What follows belongs to an exercise in optimizing a design on an open flow for small area and a short achievable clock period; a production flow would make more cautious choices. In this exercise RTL edits were held to simulation tests only and were not proved equivalent to the original. Power is estimated from default activity; no workload was simulated.

Setup of red:
Design qch_device_mc, start of the top module:
module qch_device_mc #(
  parameter int NCH          = 4,
  parameter int DW           = 8,
  parameter int ASIZE        = 6,
  parameter int IDLE_HOLD    = 8,
  parameter int DENY_TIMEOUT = 256
) (
  input  logic              clk,
  input  logic              reset_n,
  input  logic              if_wakeup_i,
  input  logic [NCH-1:0]    wr_valid_i,
  input  logic [NCH*DW-1:0] wr_payload_i,
  output logic [NCH-1:0]    wr_ready_o,
  input  logic [NCH-1:0]    rd_valid_i,
  output logic [NCH*DW-1:0] rd_payload_o,
  output logic [NCH-1:0]    rd_empty_o,
  output logic [NCH-1:0]    wr_flush_o,
  input  logic [NCH-1:0]    wr_done_i,
  input  logic              qreqn_i,
  output logic              qacceptn_o,
  output logic              qdeny_o,
  output logic              qactive_o
);
For scale: about 2200 flip-flops, roughly 95 I/O pins, ~0.081 mm2 of cells after synthesis.
==> flow/config.mk <==
export PLATFORM = sky130hd
export DESIGN_NAME = qch_device_mc
export DESIGN_NICKNAME = qch_device_mc
export VERILOG_FILES = /design/flow/design.v
export SDC_FILE = /design/flow/constraint.sdc
export NUM_CORES = 4
export LEC_CHECK = 0
export CAP_MARGIN = 20
export CORE_MARGIN = 2
export CORE_UTILIZATION = 50
export CTS_CLUSTER_DIAMETER = 120
export CTS_CLUSTER_SIZE = 30
export PLACE_DENSITY = 0.6
export SETUP_SLACK_MARGIN = 3.25
export SLEW_MARGIN = 20
export SYNTH_HIERARCHICAL = 1
==> flow/constraint.sdc <==
create_clock -name core_clock -period 6.0 [get_ports {clk}]
set_input_delay 1.2000 -clock core_clock [delete_from_list [all_inputs] [get_ports {clk}]]
set_output_delay 1.2000 -clock core_clock [all_outputs]
set_load 0.01 [all_outputs]
run.sh (not shown) runs the stock make flow with config.mk's settings and CLKGATE_MAP_FILE= SYNTH_SCRIPT=/design/flow/synth_recipe.tcl, a recipe that flattens the netlist after the stock synthesis.
The inputs of blue differ from those of red as listed below.
--- a/flow/design.v
+++ b/flow/design.v
@@ -82,49 +82,47 @@
   localparam int NHI   = 1 << (ASIZE - HALF);
   localparam int NG    = 7;                     
   localparam int NR    = DEPTH - NG * 9;        
   logic [DW-1:0]    mem [DEPTH];
   logic [ASIZE-1:0] wptr;
   logic [ASIZE-1:0] rptr;
   logic [ASIZE-1:0] wptr_inc;
   logic [ASIZE-1:0] rptr_inc;
   logic [ASIZE-1:0] rptr_d;
   logic             full;
   logic             empty_d;
-  logic             filled;    
   logic             do_rd;
   logic [NLO-1:0]   wlo;
   logic [NHI-1:0]   whi;
   logic [NLO-1:0]   rlo_n;     
   logic [NHI-1:0]   rhi_n;
   logic [DEPTH-1:0] we;
   logic [DEPTH-1:0] rsel;
   logic [DW-1:0]    rd_next;
-  assign empty    = ~filled;
-  assign do_rd    = rd_en & filled;
+  assign do_rd    = rd_en & ~empty;
   assign wptr_inc = wptr + ASIZE'(1);
   assign rptr_inc = rptr + ASIZE'(1);
   assign rptr_d   = do_rd ? rptr_inc : rptr;
   assign empty_d = ~wr_en & (do_rd ? (rptr_inc == wptr) : empty);
   assign full_d  = ~do_rd & (wr_en ? (wptr_inc == rptr) : full);
   always_ff @(posedge clk or negedge rst_n) begin
     if (!rst_n) begin
       wptr  <= '0;
       rptr  <= '0;
       full  <= 1'b0;
-      filled <= 1'b0;
+      empty <= 1'b1;
     end else begin
       wptr  <= wptr + ASIZE'(wr_en);
       rptr  <= rptr_d;
       full  <= full_d;
-      filled <= ~empty_d;
+      empty <= empty_d;
     end
   end
   for (genvar j = 0; j < NLO; j++) begin : g_lo
     assign wlo[j] = ~full & (wptr[HALF-1:0] == HALF'(j));
   end
   for (genvar k = 0; k < NHI; k++) begin : g_hi
     assign whi[k] = (wptr[ASIZE-1:HALF] == (ASIZE-HALF)'(k));
   end
   always_ff @(posedge clk or negedge rst_n) begin
     if (!rst_n) begin
       rlo_n <= ~NLO'(1);
@@ -194,99 +192,99 @@
   output logic [NCH-1:0]    rd_empty_o,
   output logic [NCH-1:0]    wr_flush_o,
   input  logic [NCH-1:0]    wr_done_i,
   input  logic              qreqn_i,
   output logic              qacceptn_o,
   output logic              qdeny_o,
   output logic              qactive_o
 );
   localparam int CW = (IDLE_HOLD > 0) ? $clog2(IDLE_HOLD + 1) : 1;
   logic           s_run;
   logic           s_req;
-  logic           s_stop;
+  logic           s_stop_n;
   logic           s_exit;
   logic           s_den;
   logic           s_cont;
   logic           qreqn_s;
   logic [NCH-1:0] full_d;
   logic [NCH-1:0] empty;
   logic [NCH-1:0] wr_acc;
-  logic [NCH-1:0] wblk_q;     
+  logic [NCH-1:0] wrdy_q;
   logic [NCH-1:0] flush_q;
   logic           accept_cond;
   logic           deny_cond;
   logic           go_req;
   logic           go_den;
   logic           go_stop;
   logic           open_d;
   logic           activity;
   logic           act_n;      
   logic [CW-1:0]  hold_cnt;
   dff2_sync #(.RST_VAL(1'b1)) u_qreqn_sync (
     .clk   (clk),
     .rst_n (reset_n),
     .d     (qreqn_i),
     .q     (qreqn_s)
   );
-  assign wr_ready_o = ~wblk_q;
-  assign wr_acc     = wr_valid_i & ~wblk_q;
+  assign wr_ready_o = wrdy_q;
+  assign wr_acc     = wr_valid_i & wrdy_q;
   assign rd_empty_o = empty;
   assign wr_flush_o = flush_q;
   for (genvar g = 0; g < NCH; g++) begin : g_ch
     qch_sync_fifo #(.DW(DW), .ASIZE(ASIZE)) u_fifo (
       .clk     (clk),
       .rst_n   (reset_n),
       .wr_en   (wr_acc[g]),
       .wr_data (wr_payload_i[g*DW +: DW]),
       .rd_en   (rd_valid_i[g]),
       .rd_data (rd_payload_o[g*DW +: DW]),
       .full_d  (full_d[g]),
       .empty   (empty[g])
     );
   end
   logic unused_cfg;
   assign unused_cfg = |DENY_TIMEOUT;
   assign accept_cond = ~(|flush_q) & (&empty) & ~(|wr_valid_i) & ~(|rd_valid_i) & ~if_wakeup_i;
   assign deny_cond   = if_wakeup_i | (|wr_acc);
   assign go_req  = s_run & ~qreqn_s;
   assign go_den  = s_req & deny_cond;
   assign go_stop = s_req & ~deny_cond & accept_cond;
-  assign open_d  = ~go_stop & ~s_stop;
+  assign open_d  = ~go_stop & s_stop_n;
   always_ff @(posedge clk or negedge reset_n) begin
     if (!reset_n) begin
       s_run    <= 1'b1;
       s_req    <= 1'b0;
-      s_stop   <= 1'b0;
+      s_stop_n <= 1'b1;
       s_exit   <= 1'b0;
       s_den    <= 1'b0;
       s_cont   <= 1'b0;
-      wblk_q   <= '0;
+      wrdy_q   <= '1;
       flush_q  <= '0;
     end else begin
       s_run    <= (s_run & qreqn_s) | s_exit | s_cont;
       s_req    <= go_req | (s_req & ~go_den & ~go_stop);
-      s_stop   <= go_stop | (s_stop & ~qreqn_s);
-      s_exit   <= s_stop & qreqn_s;
+      s_stop_n <= ~(go_stop | (~s_stop_n & ~qreqn_s));
+      s_exit   <= ~s_stop_n & qreqn_s;
       s_den    <= go_den | (s_den & ~qreqn_s);
       s_cont   <= s_den & qreqn_s;
-      wblk_q   <= full_d | {NCH{~open_d}};
+      wrdy_q   <= ~full_d & {NCH{open_d}};
       if (go_req) begin
         flush_q <= '1;
       end else if (go_den | go_stop) begin
         flush_q <= '0;
       end else begin
         flush_q <= flush_q & ~(wr_done_i & {NCH{s_req}});
       end
     end
   end
-  assign qacceptn_o = ~s_stop;
+  assign qacceptn_o = s_stop_n;
   assign qdeny_o    = s_den;
   assign activity = (|wr_valid_i) | (|rd_valid_i) | ~(&empty);
   always_ff @(posedge clk or negedge reset_n) begin
     if (!reset_n) begin
       act_n    <= 1'b1;
       hold_cnt <= '0;
     end else if (activity) begin
       act_n    <= 1'b0;
       hold_cnt <= CW'(IDLE_HOLD);
     end else if (hold_cnt != '0) begin
       hold_cnt <= hold_cnt - CW'(1);
- blue against red: share of total power in the clock network shrank by 0.3 points, synthesized area held steady, worst path setup slack after routing grew by 0.026 ns, wire length of the first global-routing pass held steady, power in the clock group shrank by about 0.8%.
- [compare] base=red new=blue: average vias per placed instance went down by 0.77%; sequential share of the synthesized area moved up.
- Against red, blue comes in 0.44 points lower on period utilization.

qch_device_mc, a different RTL version from the one above (not shown whole).
For scale: about 4300 cells after synthesis.
==> module qch_device_mc, before the edit <==
module qch_device_mc #(
  parameter int NCH          = 4,
  parameter int DW           = 8,
  parameter int ASIZE        = 6,
  parameter int IDLE_HOLD    = 8,
  parameter int DENY_TIMEOUT = 256
) (
  input  logic              clk,
  input  logic              reset_n,
  input  logic              if_wakeup_i,
  input  logic [NCH-1:0]    wr_valid_i,
  input  logic [NCH*DW-1:0] wr_payload_i,
  output logic [NCH-1:0]    wr_ready_o,
  input  logic [NCH-1:0]    rd_valid_i,
  output logic [NCH*DW-1:0] rd_payload_o,
  output logic [NCH-1:0]    rd_empty_o,
  output logic [NCH-1:0]    wr_flush_o,
  input  logic [NCH-1:0]    wr_done_i,
  input  logic              qreqn_i,
  output logic              qacceptn_o,
  output logic              qdeny_o,
  output logic              qactive_o
);
  localparam int CW = (IDLE_HOLD > 0) ? $clog2(IDLE_HOLD + 1) : 1;
  logic           s_run;
  logic           s_req;
  logic           s_stop_n;
  logic           s_exit;
  logic           s_den;
  logic           s_cont;
  logic           qreqn_s;
  logic [NCH-1:0] full_d;
  logic [NCH-1:0] empty;
  logic [NCH-1:0] wr_acc;
  logic [NCH-1:0] wrdy_q;
  logic [NCH-1:0] flush_q;
  logic           accept_cond;
  logic           deny_cond;
  logic           go_req;
  logic           go_den;
  logic           go_stop;
  logic           open_d;
  logic           activity;
  logic           act_q;
  logic [CW-1:0]  hold_cnt;
  dff2_sync #(.RST_VAL(1'b1)) u_qreqn_sync (
    .clk   (clk),
    .rst_n (reset_n),
    .d     (qreqn_i),
    .q     (qreqn_s)
  );
  assign wr_ready_o = wrdy_q;
  assign wr_acc     = wr_valid_i & wrdy_q;
  assign rd_empty_o = empty;
  assign wr_flush_o = flush_q;
  for (genvar g = 0; g < NCH; g++) begin : g_ch
    qch_sync_fifo #(.DW(DW), .ASIZE(ASIZE)) u_fifo (
      .clk     (clk),
      .rst_n   (reset_n),
      .wr_en   (wr_acc[g]),
      .wr_data (wr_payload_i[g*DW +: DW]),
      .rd_en   (rd_valid_i[g]),
      .rd_data (rd_payload_o[g*DW +: DW]),
      .full_d  (full_d[g]),
      .empty   (empty[g])
    );
  end
  logic unused_cfg;
  assign unused_cfg = |DENY_TIMEOUT;
  assign accept_cond = ~(|flush_q) & (&empty) & ~(|wr_valid_i) & ~(|rd_valid_i) & ~if_wakeup_i;
  assign deny_cond   = if_wakeup_i | (|wr_acc);
  assign go_req  = s_run & ~qreqn_s;
  assign go_den  = s_req & deny_cond;
  assign go_stop = s_req & ~deny_cond & accept_cond;
  assign open_d  = ~go_stop & s_stop_n;
  always_ff @(posedge clk or negedge reset_n) begin
    if (!reset_n) begin
      s_run    <= 1'b1;
      s_req    <= 1'b0;
      s_stop_n <= 1'b1;
      s_exit   <= 1'b0;
      s_den    <= 1'b0;
      s_cont   <= 1'b0;
      wrdy_q   <= '1;
      flush_q  <= '0;
    end else begin
      s_run    <= (s_run & qreqn_s) | s_exit | s_cont;
      s_req    <= go_req | (s_req & ~go_den & ~go_stop);
      s_stop_n <= ~(go_stop | (~s_stop_n & ~qreqn_s));
      s_exit   <= ~s_stop_n & qreqn_s;
      s_den    <= go_den | (s_den & ~qreqn_s);
      s_cont   <= s_den & qreqn_s;
      wrdy_q   <= ~full_d & {NCH{open_d}};
      if (go_req) begin
        flush_q <= '1;
      end else if (go_den | go_stop) begin
        flush_q <= '0;
      end else begin
        flush_q <= flush_q & ~(wr_done_i & {NCH{s_req}});
      end
    end
  end
  assign qacceptn_o = s_stop_n;
  assign qdeny_o    = s_den;
  assign activity = (|wr_valid_i) | (|rd_valid_i) | ~(&empty);
  always_ff @(posedge clk or negedge reset_n) begin
    if (!reset_n) begin
      act_q    <= 1'b0;
      hold_cnt <= '0;
    end else if (activity) begin
      act_q    <= 1'b1;
      hold_cnt <= CW'(IDLE_HOLD);
    end else if (hold_cnt != '0) begin
      hold_cnt <= hold_cnt - CW'(1);
    end else begin
      act_q <= 1'b0;
    end
  end
  assign qactive_o = if_wakeup_i | act_q;
endmodule
Settings: LEC_CHECK=0, CAP_MARGIN=20, CORE_MARGIN=2, CORE_UTILIZATION=50, CTS_CLUSTER_DIAMETER=120, CTS_CLUSTER_SIZE=30, PLACE_DENSITY=0.6, SETUP_SLACK_MARGIN=3.1, SLEW_MARGIN=20, SYNTH_HIERARCHICAL=1; clock period 6.0 ns.
The starting point completed with no timing, DRC or antenna violations.
Change:
--- a/flow/design.v
+++ b/flow/design.v
@@ -178,7 +178,7 @@
   logic           go_stop;
   logic           open_d;
   logic           activity;
-  logic           act_q;
+  logic           act_n;      
   logic [CW-1:0]  hold_cnt;
   dff2_sync #(.RST_VAL(1'b1)) u_qreqn_sync (
     .clk   (clk),
@@ -242,16 +242,16 @@
   assign activity = (|wr_valid_i) | (|rd_valid_i) | ~(&empty);
   always_ff @(posedge clk or negedge reset_n) begin
     if (!reset_n) begin
-      act_q    <= 1'b0;
+      act_n    <= 1'b1;
       hold_cnt <= '0;
     end else if (activity) begin
-      act_q    <= 1'b1;
+      act_n    <= 1'b0;
       hold_cnt <= CW'(IDLE_HOLD);
     end else if (hold_cnt != '0) begin
       hold_cnt <= hold_cnt - CW'(1);
     end else begin
-      act_q <= 1'b0;
-    end
-  end
-  assign qactive_o = if_wakeup_i | act_q;
-endmodule
+      act_n <= 1'b1;
+    end
+  end
+  assign qactive_o = if_wakeup_i | ~act_n;
+endmodule
The changed run went through all stages and came out clean.
Design area barely changes.
Total power hardly moves.
Sequential share of layout area hardly moves.
Clock skew is higher by 0.010 ns.
Register-to-register slack got worse by 0.07 ns.
Non-clock buffer count fell by 7.
Cell count stays flat.
Routed wire length shrinks by 0.52%.
Maximum frequency goes up by 2.0%.
Worst setup slack gets better by 0.058 ns.
Die area barely changes.
Core utilization barely changes.
Hold slack loses 0.065 ns.
Sequential cell count stays the same.

The RTL this note starts from:
==> flow/design.v <==
package qch_pkg;
  localparam int QCH_SYNC_STAGES = 2;
endpackage
module dff2_sync #(
  parameter logic RST_VAL = 1'b1
) (
  input  logic clk,
  input  logic rst_n,
  input  logic d,
  output logic q
);
  logic meta;
  always_ff @(posedge clk or negedge rst_n) begin
    if (!rst_n) begin
      meta <= RST_VAL;
      q    <= RST_VAL;
    end else begin
      meta <= d;
      q    <= meta;
    end
  end
endmodule
module qch_ao222n (
  input  logic [2:0] a,
  input  logic [2:0] b,
  output logic       y
);
  assign y = ~((a[0] & b[0]) | (a[1] & b[1]) | (a[2] & b[2]));
endmodule
module qch_ao9 (
  input  logic [8:0] a,
  input  logic [8:0] b,
  output logic       y
);
  logic [2:0] part_n;
  for (genvar g = 0; g < 3; g++) begin : g_part
    qch_ao222n u_ao (
      .a (a[g*3 +: 3]),
      .b (b[g*3 +: 3]),
      .y (part_n[g])
    );
  end
  assign y = ~&part_n;
endmodule
module qch_nor2 (
  input  logic a,
  input  logic b,
  output logic y
);
  assign y = ~(a | b);
endmodule
module qch_or8 (
  input  logic [7:0] a,
  output logic       y
);
  logic [3:0] pair_n;
  for (genvar g = 0; g < 4; g++) begin : g_pair
    qch_nor2 u_nor (
      .a (a[2*g]),
      .b (a[2*g+1]),
      .y (pair_n[g])
    );
  end
  assign y = ~&pair_n;
endmodule
module qch_sync_fifo #(
  parameter int DW    = 8,
  parameter int ASIZE = 6
) (
  input  logic          clk,
  input  logic          rst_n,
  input  logic          wr_en,     
  input  logic [DW-1:0] wr_data,
  input  logic          rd_en,
  output logic [DW-1:0] rd_data,
  output logic          full_d,    
  output logic          empty
);
  localparam int DEPTH = 1 << ASIZE;
  localparam int HALF  = ASIZE / 2;
  localparam int NLO   = 1 << HALF;
  localparam int NHI   = 1 << (ASIZE - HALF);
  localparam int NG    = 7;                     
  localparam int NR    = DEPTH - NG * 9;        
  logic [DW-1:0]    mem [DEPTH];
  logic [ASIZE-1:0] wptr;
  logic [ASIZE-1:0] rptr;
  logic [ASIZE-1:0] wptr_inc;
  logic [ASIZE-1:0] rptr_inc;
  logic [ASIZE-1:0] rptr_d;
  logic             full;
  logic             empty_d;
  logic             filled;    
  logic             do_rd;
  logic [NLO-1:0]   wlo;
  logic [NHI-1:0]   whi;
  logic [NLO-1:0]   rlo_n;     
  logic [NHI-1:0]   rhi_n;
  logic [DEPTH-1:0] we;
  logic [DEPTH-1:0] rsel;
  logic [DW-1:0]    rd_next;
  assign empty    = ~filled;
  assign do_rd    = rd_en & filled;
  assign wptr_inc = wptr + ASIZE'(1);
  assign rptr_inc = rptr + ASIZE'(1);
  assign rptr_d   = do_rd ? rptr_inc : rptr;
  assign empty_d = ~wr_en & (do_rd ? (rptr_inc == wptr) : empty);
  assign full_d  = ~do_rd & (wr_en ? (wptr_inc == rptr) : full);
  always_ff @(posedge clk or negedge rst_n) begin
    if (!rst_n) begin
      wptr  <= '0;
      rptr  <= '0;
      full  <= 1'b0;
      filled <= 1'b0;
    end else begin
      wptr  <= wptr + ASIZE'(wr_en);
      rptr  <= rptr_d;
      full  <= full_d;
      filled <= ~empty_d;
    end
  end
  for (genvar j = 0; j < NLO; j++) begin : g_lo
    assign wlo[j] = ~full & (wptr[HALF-1:0] == HALF'(j));
  end
  for (genvar k = 0; k < NHI; k++) begin : g_hi
    assign whi[k] = (wptr[ASIZE-1:HALF] == (ASIZE-HALF)'(k));
  end
  always_ff @(posedge clk or negedge rst_n) begin
    if (!rst_n) begin
      rlo_n <= ~NLO'(1);
      rhi_n <= ~NHI'(1);
    end else begin
      for (int j = 0; j < NLO; j++) begin
        rlo_n[j] <= (rptr_d[HALF-1:0] != HALF'(j));
      end
      for (int k = 0; k < NHI; k++) begin
        rhi_n[k] <= (rptr_d[ASIZE-1:HALF] != (ASIZE-HALF)'(k));
      end
    end
  end
  for (genvar i = 0; i < DEPTH; i++) begin : g_ent
    assign we[i]   = wlo[i % NLO] & whi[i / NLO];
    assign rsel[i] = ~(rlo_n[i % NLO] | rhi_n[i / NLO]);
    always_ff @(posedge clk) begin
      if (we[i]) begin
        mem[i] <= wr_data;
      end
    end
  end
  for (genvar b = 0; b < DW; b++) begin : g_bit
    logic [DEPTH-1:0] col;
    logic [NG+NR-1:0] grp;
    for (genvar i = 0; i < DEPTH; i++) begin : g_col
      assign col[i] = mem[i][b];
    end
    for (genvar g = 0; g < NG; g++) begin : g_grp
      qch_ao9 u_ao (
        .a (col[g*9 +: 9]),
        .b (rsel[g*9 +: 9]),
        .y (grp[g])
      );
    end
    for (genvar r = 0; r < NR; r++) begin : g_rem
      assign grp[NG+r] = col[NG*9+r] & rsel[NG*9+r];
    end
    qch_or8 u_or (
      .a (grp),
      .y (rd_next[b])
    );
  end
  always_ff @(posedge clk or negedge rst_n) begin
    if (!rst_n) begin
      rd_data <= '0;
    end else if (do_rd) begin
      rd_data <= rd_next;
    end
  end
endmodule
module qch_device_mc #(
  parameter int NCH          = 4,
  parameter int DW           = 8,
  parameter int ASIZE        = 6,
  parameter int IDLE_HOLD    = 8,
  parameter int DENY_TIMEOUT = 256
) (
  input  logic              clk,
  input  logic              reset_n,
  input  logic              if_wakeup_i,
  input  logic [NCH-1:0]    wr_valid_i,
  input  logic [NCH*DW-1:0] wr_payload_i,
  output logic [NCH-1:0]    wr_ready_o,
  input  logic [NCH-1:0]    rd_valid_i,
  output logic [NCH*DW-1:0] rd_payload_o,
  output logic [NCH-1:0]    rd_empty_o,
  output logic [NCH-1:0]    wr_flush_o,
  input  logic [NCH-1:0]    wr_done_i,
  input  logic              qreqn_i,
  output logic              qacceptn_o,
  output logic              qdeny_o,
  output logic              qactive_o
);
  localparam int CW = (IDLE_HOLD > 0) ? $clog2(IDLE_HOLD + 1) : 1;
  logic           s_run;
  logic           s_req;
  logic           s_stop;
  logic           s_exit;
  logic           s_den;
  logic           s_cont;
  logic           qreqn_s;
  logic [NCH-1:0] full_d;
  logic [NCH-1:0] empty;
  logic [NCH-1:0] wr_acc;
  logic [NCH-1:0] wblk_q;     
  logic [NCH-1:0] flush_q;
  logic           accept_cond;
  logic           deny_cond;
  logic           go_req;
  logic           go_den;
  logic           go_stop;
  logic           open_d;
  logic           activity;
  logic           act_n;      
  logic [CW-1:0]  hold_cnt;
  dff2_sync #(.RST_VAL(1'b1)) u_qreqn_sync (
    .clk   (clk),
    .rst_n (reset_n),
    .d     (qreqn_i),
    .q     (qreqn_s)
  );
  assign wr_ready_o = ~wblk_q;
  assign wr_acc     = wr_valid_i & ~wblk_q;
  assign rd_empty_o = empty;
  assign wr_flush_o = flush_q;
  for (genvar g = 0; g < NCH; g++) begin : g_ch
    qch_sync_fifo #(.DW(DW), .ASIZE(ASIZE)) u_fifo (
      .clk     (clk),
      .rst_n   (reset_n),
      .wr_en   (wr_acc[g]),
      .wr_data (wr_payload_i[g*DW +: DW]),
      .rd_en   (rd_valid_i[g]),
      .rd_data (rd_payload_o[g*DW +: DW]),
      .full_d  (full_d[g]),
      .empty   (empty[g])
    );
  end
  logic unused_cfg;
  assign unused_cfg = |DENY_TIMEOUT;
  assign accept_cond = ~(|flush_q) & (&empty) & ~(|wr_valid_i) & ~(|rd_valid_i) & ~if_wakeup_i;
  assign deny_cond   = if_wakeup_i | (|wr_acc);
  assign go_req  = s_run & ~qreqn_s;
  assign go_den  = s_req & deny_cond;
  assign go_stop = s_req & ~deny_cond & accept_cond;
  assign open_d  = ~go_stop & ~s_stop;
  always_ff @(posedge clk or negedge reset_n) begin
    if (!reset_n) begin
      s_run    <= 1'b1;
      s_req    <= 1'b0;
      s_stop   <= 1'b0;
      s_exit   <= 1'b0;
      s_den    <= 1'b0;
      s_cont   <= 1'b0;
      wblk_q   <= '0;
      flush_q  <= '0;
    end else begin
      s_run    <= (s_run & qreqn_s) | s_exit | s_cont;
      s_req    <= go_req | (s_req & ~go_den & ~go_stop);
      s_stop   <= go_stop | (s_stop & ~qreqn_s);
      s_exit   <= s_stop & qreqn_s;
      s_den    <= go_den | (s_den & ~qreqn_s);
      s_cont   <= s_den & qreqn_s;
      wblk_q   <= full_d | {NCH{~open_d}};
      if (go_req) begin
        flush_q <= '1;
      end else if (go_den | go_stop) begin
        flush_q <= '0;
      end else begin
        flush_q <= flush_q & ~(wr_done_i & {NCH{s_req}});
      end
    end
  end
  assign qacceptn_o = ~s_stop;
  assign qdeny_o    = s_den;
  assign activity = (|wr_valid_i) | (|rd_valid_i) | ~(&empty);
  always_ff @(posedge clk or negedge reset_n) begin
    if (!reset_n) begin
      act_n    <= 1'b1;
      hold_cnt <= '0;
    end else if (activity) begin
      act_n    <= 1'b0;
      hold_cnt <= CW'(IDLE_HOLD);
    end else if (hold_cnt != '0) begin
      hold_cnt <= hold_cnt - CW'(1);
    end else begin
      act_n <= 1'b1;
    end
  end
  assign qactive_o = if_wakeup_i | ~act_n;
endmodule
export LEC_CHECK = 0
export CAP_MARGIN = 20
export CORE_MARGIN = 2
export CORE_UTILIZATION = 50
export CTS_CLUSTER_DIAMETER = 120
export CTS_CLUSTER_SIZE = 30
export PLACE_DENSITY = 0.6
export SETUP_SLACK_MARGIN = 3.4
export SLEW_MARGIN = 20
export SYNTH_HIERARCHICAL = 1
export BUFFER_PORTS_ARGS = -buffer_cell sky130_fd_sc_hd__buf_2
create_clock -name core_clock -period 6.0 [get_ports {clk}]
standard.sh (not shown) runs the stock make flow with config.mk's settings and CLKGATE_MAP_FILE= SYNTH_SCRIPT=/design/flow/synth_recipe.tcl, a recipe that flattens the netlist after the stock synthesis.
==> flow/flow/run.sh <==
#!/bin/bash
set -e
cp standard.sh standard_sh.log
echo 'export BUFFER_PORTS_ARGS = -buffer_cell sky130_fd_sc_hd__buf_2' >> config.mk
bash standard.sh > standard.log 2>&1
Change:
--- a/flow/design.v
+++ b/flow/design.v
@@ -89,19 +89,17 @@
   logic [ASIZE-1:0] rptr_inc;
   logic [ASIZE-1:0] rptr_d;
   logic             full;
   logic             empty_d;
-  logic             filled;    
   logic             do_rd;
   logic [NLO-1:0]   wlo;
   logic [NHI-1:0]   whi;
   logic [NLO-1:0]   rlo_n;     
   logic [NHI-1:0]   rhi_n;
   logic [DEPTH-1:0] we;
   logic [DEPTH-1:0] rsel;
   logic [DW-1:0]    rd_next;
-  assign empty    = ~filled;
-  assign do_rd    = rd_en & filled;
+  assign do_rd    = rd_en & ~empty;
   assign wptr_inc = wptr + ASIZE'(1);
   assign rptr_inc = rptr + ASIZE'(1);
   assign rptr_d   = do_rd ? rptr_inc : rptr;
   assign empty_d = ~wr_en & (do_rd ? (rptr_inc == wptr) : empty);
@@ -110,14 +108,14 @@
     if (!rst_n) begin
       wptr  <= '0;
       rptr  <= '0;
       full  <= 1'b0;
-      filled <= 1'b0;
+      empty <= 1'b1;
     end else begin
       wptr  <= wptr + ASIZE'(wr_en);
       rptr  <= rptr_d;
       full  <= full_d;
-      filled <= ~empty_d;
+      empty <= empty_d;
     end
   end
   for (genvar j = 0; j < NLO; j++) begin : g_lo
     assign wlo[j] = ~full & (wptr[HALF-1:0] == HALF'(j));
@@ -201,17 +199,17 @@
 );
   localparam int CW = (IDLE_HOLD > 0) ? $clog2(IDLE_HOLD + 1) : 1;
   logic           s_run;
   logic           s_req;
-  logic           s_stop;
+  logic           s_stop_n;
   logic           s_exit;
   logic           s_den;
   logic           s_cont;
   logic           qreqn_s;
   logic [NCH-1:0] full_d;
   logic [NCH-1:0] empty;
   logic [NCH-1:0] wr_acc;
-  logic [NCH-1:0] wblk_q;     
+  logic [NCH-1:0] wrdy_q;
   logic [NCH-1:0] flush_q;
   logic           accept_cond;
   logic           deny_cond;
   logic           go_req;
@@ -226,10 +224,10 @@
     .rst_n (reset_n),
     .d     (qreqn_i),
     .q     (qreqn_s)
   );
-  assign wr_ready_o = ~wblk_q;
-  assign wr_acc     = wr_valid_i & ~wblk_q;
+  assign wr_ready_o = wrdy_q;
+  assign wr_acc     = wr_valid_i & wrdy_q;
   assign rd_empty_o = empty;
   assign wr_flush_o = flush_q;
   for (genvar g = 0; g < NCH; g++) begin : g_ch
     qch_sync_fifo #(.DW(DW), .ASIZE(ASIZE)) u_fifo (
@@ -249,27 +247,27 @@
   assign deny_cond   = if_wakeup_i | (|wr_acc);
   assign go_req  = s_run & ~qreqn_s;
   assign go_den  = s_req & deny_cond;
   assign go_stop = s_req & ~deny_cond & accept_cond;
-  assign open_d  = ~go_stop & ~s_stop;
+  assign open_d  = ~go_stop & s_stop_n;
   always_ff @(posedge clk or negedge reset_n) begin
     if (!reset_n) begin
       s_run    <= 1'b1;
       s_req    <= 1'b0;
-      s_stop   <= 1'b0;
+      s_stop_n <= 1'b1;
       s_exit   <= 1'b0;
       s_den    <= 1'b0;
       s_cont   <= 1'b0;
-      wblk_q   <= '0;
+      wrdy_q   <= '1;
       flush_q  <= '0;
     end else begin
       s_run    <= (s_run & qreqn_s) | s_exit | s_cont;
       s_req    <= go_req | (s_req & ~go_den & ~go_stop);
-      s_stop   <= go_stop | (s_stop & ~qreqn_s);
-      s_exit   <= s_stop & qreqn_s;
+      s_stop_n <= ~(go_stop | (~s_stop_n & ~qreqn_s));
+      s_exit   <= ~s_stop_n & qreqn_s;
       s_den    <= go_den | (s_den & ~qreqn_s);
       s_cont   <= s_den & qreqn_s;
-      wblk_q   <= full_d | {NCH{~open_d}};
+      wrdy_q   <= ~full_d & {NCH{open_d}};
       if (go_req) begin
         flush_q <= '1;
       end else if (go_den | go_stop) begin
         flush_q <= '0;
@@ -277,9 +275,9 @@
         flush_q <= flush_q & ~(wr_done_i & {NCH{s_req}});
       end
     end
   end
-  assign qacceptn_o = ~s_stop;
+  assign qacceptn_o = s_stop_n;
   assign qdeny_o    = s_den;
   assign activity = (|wr_valid_i) | (|rd_valid_i) | ~(&empty);
   always_ff @(posedge clk or negedge reset_n) begin
     if (!reset_n) begin
What happened:
- setup slack got worse by 3.1 ps
- count of clock-buffer cells in the layout does not change
- global-route usage is lower by 0.23 points
- via count hardly moves
- die area hardly moves
- cell count is higher by 1.0%
- synthesized area barely changes
- routed wire length is lower by 1.5%
- clock power is lower by about 0.5%
- non-clock buffer count is higher by 1
- utilization stays flat

[afterwards: timing with drivers on the ports]
No port has a modelled driver above. Below, the same layouts with a new extraction and two added sets of constraints. Step 1 sets driving cells, clkbuf_16 on the clock port and buf_2 on the other inputs (assumed; they add their load-dependent delay and slew). Step 2 adds t to the input delays and takes it off the output delays; t is the mean of the earliest and latest rising clock arrival at the registers after step 1. Input paths then give back, and output paths get back, about the clock's delay inside the block. Slacks: ideal / step 1 / step 2; pairs: ideal / step 1.
run | t (ns) | slack for setup (ns) | hold WS [ns] | worst setup path at the end | worst register clock-pin slew, ns
red | 0.798 | 3.204 / 3.171 / 2.407 | 0.318 / 0.297 / 0.369 | input to register | 0.12 / 0.12
blue | 0.806 | 3.230 / 3.147 / 2.577 | 0.361 / 0.361 / 0.361 | input to register | 0.12 / 0.12
the first run of note 2 | 0.790 | 3.056 / 3.033 / 2.409 | 0.362 / 0.362 / 0.362 | input to register | 0.12 / 0.12
the second run of note 2 | 0.799 | 3.114 / 3.104 / 2.352 | 0.297 / 0.317 / 0.374 | input to register | 0.12 / 0.12
the first run of note 3 | 0.788 | 3.247 / 3.191 / 2.641 | 0.318 / 0.298 / 0.370 | input to register | 0.12 / 0.12
the second run of note 3 | 0.809 | 3.244 / 3.162 / 2.919 | 0.363 / 0.363 / 0.363 | input to register | 0.12 / 0.12
After both steps setup and hold are still met in every run listed. The setup slack of red, which loses most, moves by -0.033 ns with the drivers and by -0.797 ns with both steps.
